Background: an optimization exercise with open tools, aiming at small area, a short achievable clock period and few clock cycles per item. Do not read the settings as production practice. Only simulation tests tie the RTL to the original design; equivalence was not proved.

Setup of harbor:
==> flow/design.v (excerpt) <==
module arr_multiplier_pipe #(
  parameter int INPUT_BIT_SIZE = 32,
  parameter int STAGES         = 4
) (
  input  logic                          Clk,
  input  logic                          Reset,
  input  logic                          InValid,
  output logic                          InReady,
  input  logic [INPUT_BIT_SIZE-1:0]     InA,
  input  logic [INPUT_BIT_SIZE-1:0]     InB,
  input  logic                          Signed,
  output logic                          OutValid,
  input  logic                          OutReady,
  output logic [2*INPUT_BIT_SIZE-1:0]   Out
);
clock: 24.0 ns
lec_check: 0
abc_area: 1
cap_margin: 20
core_margin: 2
core_utilization: 40
slew_margin: 20
synth_hierarchical: 1
synth_minimum_keep_size: 0
run.sh (not shown) runs the stock make flow with config.mk's settings and CLKGATE_MAP_FILE= SYNTH_SCRIPT=/design/flow/synth_recipe.tcl, a recipe that flattens the netlist after the stock synthesis.
harbor completed; timing, DRC and antenna clean
Testbench counts of harbor, summed over its fixed seeds: cycles 12,024, items 12,000.
Edits applied to the flow inputs when going from harbor to ember:
==> flow/flow/run.sh (new file) <==
#!/bin/bash
# The standard layout, with two changes to how it is made:
#  - the input and output ports get sky130_fd_sc_hd__buf_2 buffers instead of the
#    buffer the resizer picks on its own (a slow delay cell);
#  - the resizer's timing repair aims for SETUP_SLACK_MARGIN ns of setup slack, so it
#    works on the paths that set the achieved period, not only on violations.
# The clock period, SDC and every other setting are the standard flow's.
set -euo pipefail
export SETUP_SLACK_MARGIN=${SETUP_SLACK_MARGIN_OVERRIDE:-18.0}
export BUFFER_PORTS_ARGS="-buffer_cell sky130_fd_sc_hd__buf_2"
bash standard.sh > standard.log 2>&1
==> flow/standard.sh (new file) <==
#!/bin/bash
# synth_recipe.tcl (not shown) runs the flow's synth.tcl, then flattens the netlist and writes it again
# the make line also repeats each setting of config.mk as NAME=value (left out here)
make -C /OpenROAD-flow-scripts/flow DESIGN_CONFIG=/design/flow/config.mk WORK_HOME=/design/flow/orfs CLKGATE_MAP_FILE= SYNTH_SCRIPT=/design/flow/synth_recipe.tcl "${@:-finish}"
removed: flow/run.sh
Results
Delta (ember minus harbor): core occupancy in the finished layout fell by 0.60 points, final cell count without fillers rose by about 0.4%, clock buffer count rose by 3, design area fell by about 1.3%.
Of ember and harbor, the run reporting the lower slew of the pin with the lowest slew margin was ember.
Taking harbor as the reference point, the routed wire length of ember falls by 4000 µm.
Compared with harbor, ember shows a portion of the clock cycle consumed by the worst path in the final layout that is 4.3 points lower.
The lower number of vias in the routed layout of ember and harbor is in ember.
| minimum setup slack after placement | ember vs harbor | 0.25 ns higher |


arr_multiplier_pipe, a different RTL version from the one above (not shown whole).
Size in the first run: ~290 flip-flops, about 31,000 µm² of cells after synthesis.
Settings: LEC_CHECK=0, ABC_AREA=1, CAP_MARGIN=20, CORE_MARGIN=2, CORE_UTILIZATION=40, CTS_CLUSTER_DIAMETER=100, CTS_CLUSTER_SIZE=25, SLEW_MARGIN=20, SYNTH_HIERARCHICAL=1, SYNTH_MINIMUM_KEEP_SIZE=0; clock period 24.0 ns.
standard.sh (not shown) runs the stock make flow with config.mk's settings and CLKGATE_MAP_FILE= SYNTH_SCRIPT=/design/flow/synth_recipe.tcl, a recipe that flattens the netlist after the stock synthesis.
==> flow/flow/run.sh <==
#!/bin/bash
# The standard layout (standard.sh), with three changes to how it is made:
#  - the input and output ports get sky130_fd_sc_hd__buf_2 buffers instead of the
#    buffer the resizer picks on its own (a slow delay cell);
#  - the resizer's timing repair aims for SETUP_SLACK_MARGIN ns of setup slack, so it
#    works on the paths that set the achieved period, not only on violations;
#  - clock tree synthesis adds no dummy loads (same clustering as config.mk).
# The clock period, SDC and every other setting are the standard flow's. The make output goes to
# standard.log; each ORFS step keeps its own log under orfs/logs/.
set -euo pipefail
export SETUP_SLACK_MARGIN=18.0
export BUFFER_PORTS_ARGS="-buffer_cell sky130_fd_sc_hd__buf_2"
export CTS_ARGS="-sink_clustering_enable -repair_clock_nets -dont_use_dummy_load -sink_clustering_size 25 -sink_clustering_max_diameter 100"
bash standard.sh > standard.log 2>&1
The baseline completed with no timing, DRC or antenna violations.
Testbench counts at the start, summed over its fixed seeds: cycles 12,024, items 12,000.
Edit:
Settings changed: CORE_UTILIZATION 40 to 50, GPL_TIMING_DRIVEN from default to 0, PLACE_DENSITY from default to 0.65.
Cell count shrinks by 0.84%.
Count of clock-buffer cells in the layout shrinks by 2.
Worst setup slack improved by 0.068 ns.
Die area shrinks by 20%.
First-iteration DRC count grows by 24%.
Routed wire length grows by 16%.
Via count grows by 5.9%.
Register-to-register slack got worse by 0.09 ns.
Hold slack improved by 0.0043 ns.
Critical path depth does not change.
Edit:
Settings changed: CORE_UTILIZATION 50 to 45, GPL_TIMING_DRIVEN 0 to default, PLACE_DENSITY 0.65 to 0.6.
Setup slack improves by 0.034 ns.
Via count shrinks by 5.7%.
First-iteration DRC count shrinks by 5.1%.
Die area grows by 11%.
Edit:
==> flow/flow/run.sh (replaced) <==
#!/bin/bash
# The standard layout, with two changes to how it is made:
#  - the input and output ports get sky130_fd_sc_hd__buf_2 buffers instead of the
#    buffer the resizer picks on its own (a slow delay cell);
#  - the resizer's timing repair aims for SETUP_SLACK_MARGIN ns of setup slack, so it
#    works on the paths that set the achieved period, not only on violations.
# The clock period, SDC and every other setting are the standard flow's.
set -euo pipefail
export SETUP_SLACK_MARGIN=${SETUP_SLACK_MARGIN_OVERRIDE:-18.0}
export BUFFER_PORTS_ARGS="-buffer_cell sky130_fd_sc_hd__buf_2"
export CTS_ARGS="-sink_clustering_enable -repair_clock_nets -dont_use_dummy_load -sink_clustering_size 25 -sink_clustering_max_diameter 100"
bash standard.sh > standard.log 2>&1
Settings changed: CORE_UTILIZATION 45 to 40, PLACE_DENSITY 0.6 to default.
Effect: Setup slack is worse by 0.10 ns; count of clock-buffer cells in the layout increases by 1; final area increases slightly.

## separate check: timing with driven ports
No port has a modelled driver above. Below, the same layouts with a new extraction and two added sets of constraints.
Step 1 assumes that a clkbuf_16 drives the clock port and a buf_2 every other input.
Step 2 adds t to the input delays and takes it off the output delays; t is the mean of the earliest and latest rising clock arrival at the registers after step 1. Input paths then give back, and output paths get back, about the clock's delay inside the block.
a / b / c = no drivers / after step 1 / after step 2; a / b = the first two.
run | t (ns) | setup slack, ns | worst hold slack (ns)
harbor | 0.641 | 16.873 / 16.803 / 17.445 | 0.450 / 0.450 / 0.450
ember | 0.632 | 17.908 / 17.840 / 17.886 | 0.449 / 0.449 / 0.449
the first run of note 2 | 0.627 | 17.979 / 17.913 / 17.670 | 0.450 / 0.450 / 0.450
the second run of note 2 | 0.593 | 18.047 / 17.982 / 17.779 | 0.455 / 0.455 / 0.455
the third run of note 2 | 0.596 | 18.081 / 18.018 / 17.713 | 0.456 / 0.456 / 0.456
the fourth run of note 2 | 0.627 | 17.979 / 17.913 / 17.670 | 0.450 / 0.450 / 0.450
After both steps setup and hold are still met in every run listed. For the third run of note 2, which loses most, drivers alone change the setup slack by -0.063 ns; drivers and shift together by -0.368 ns.
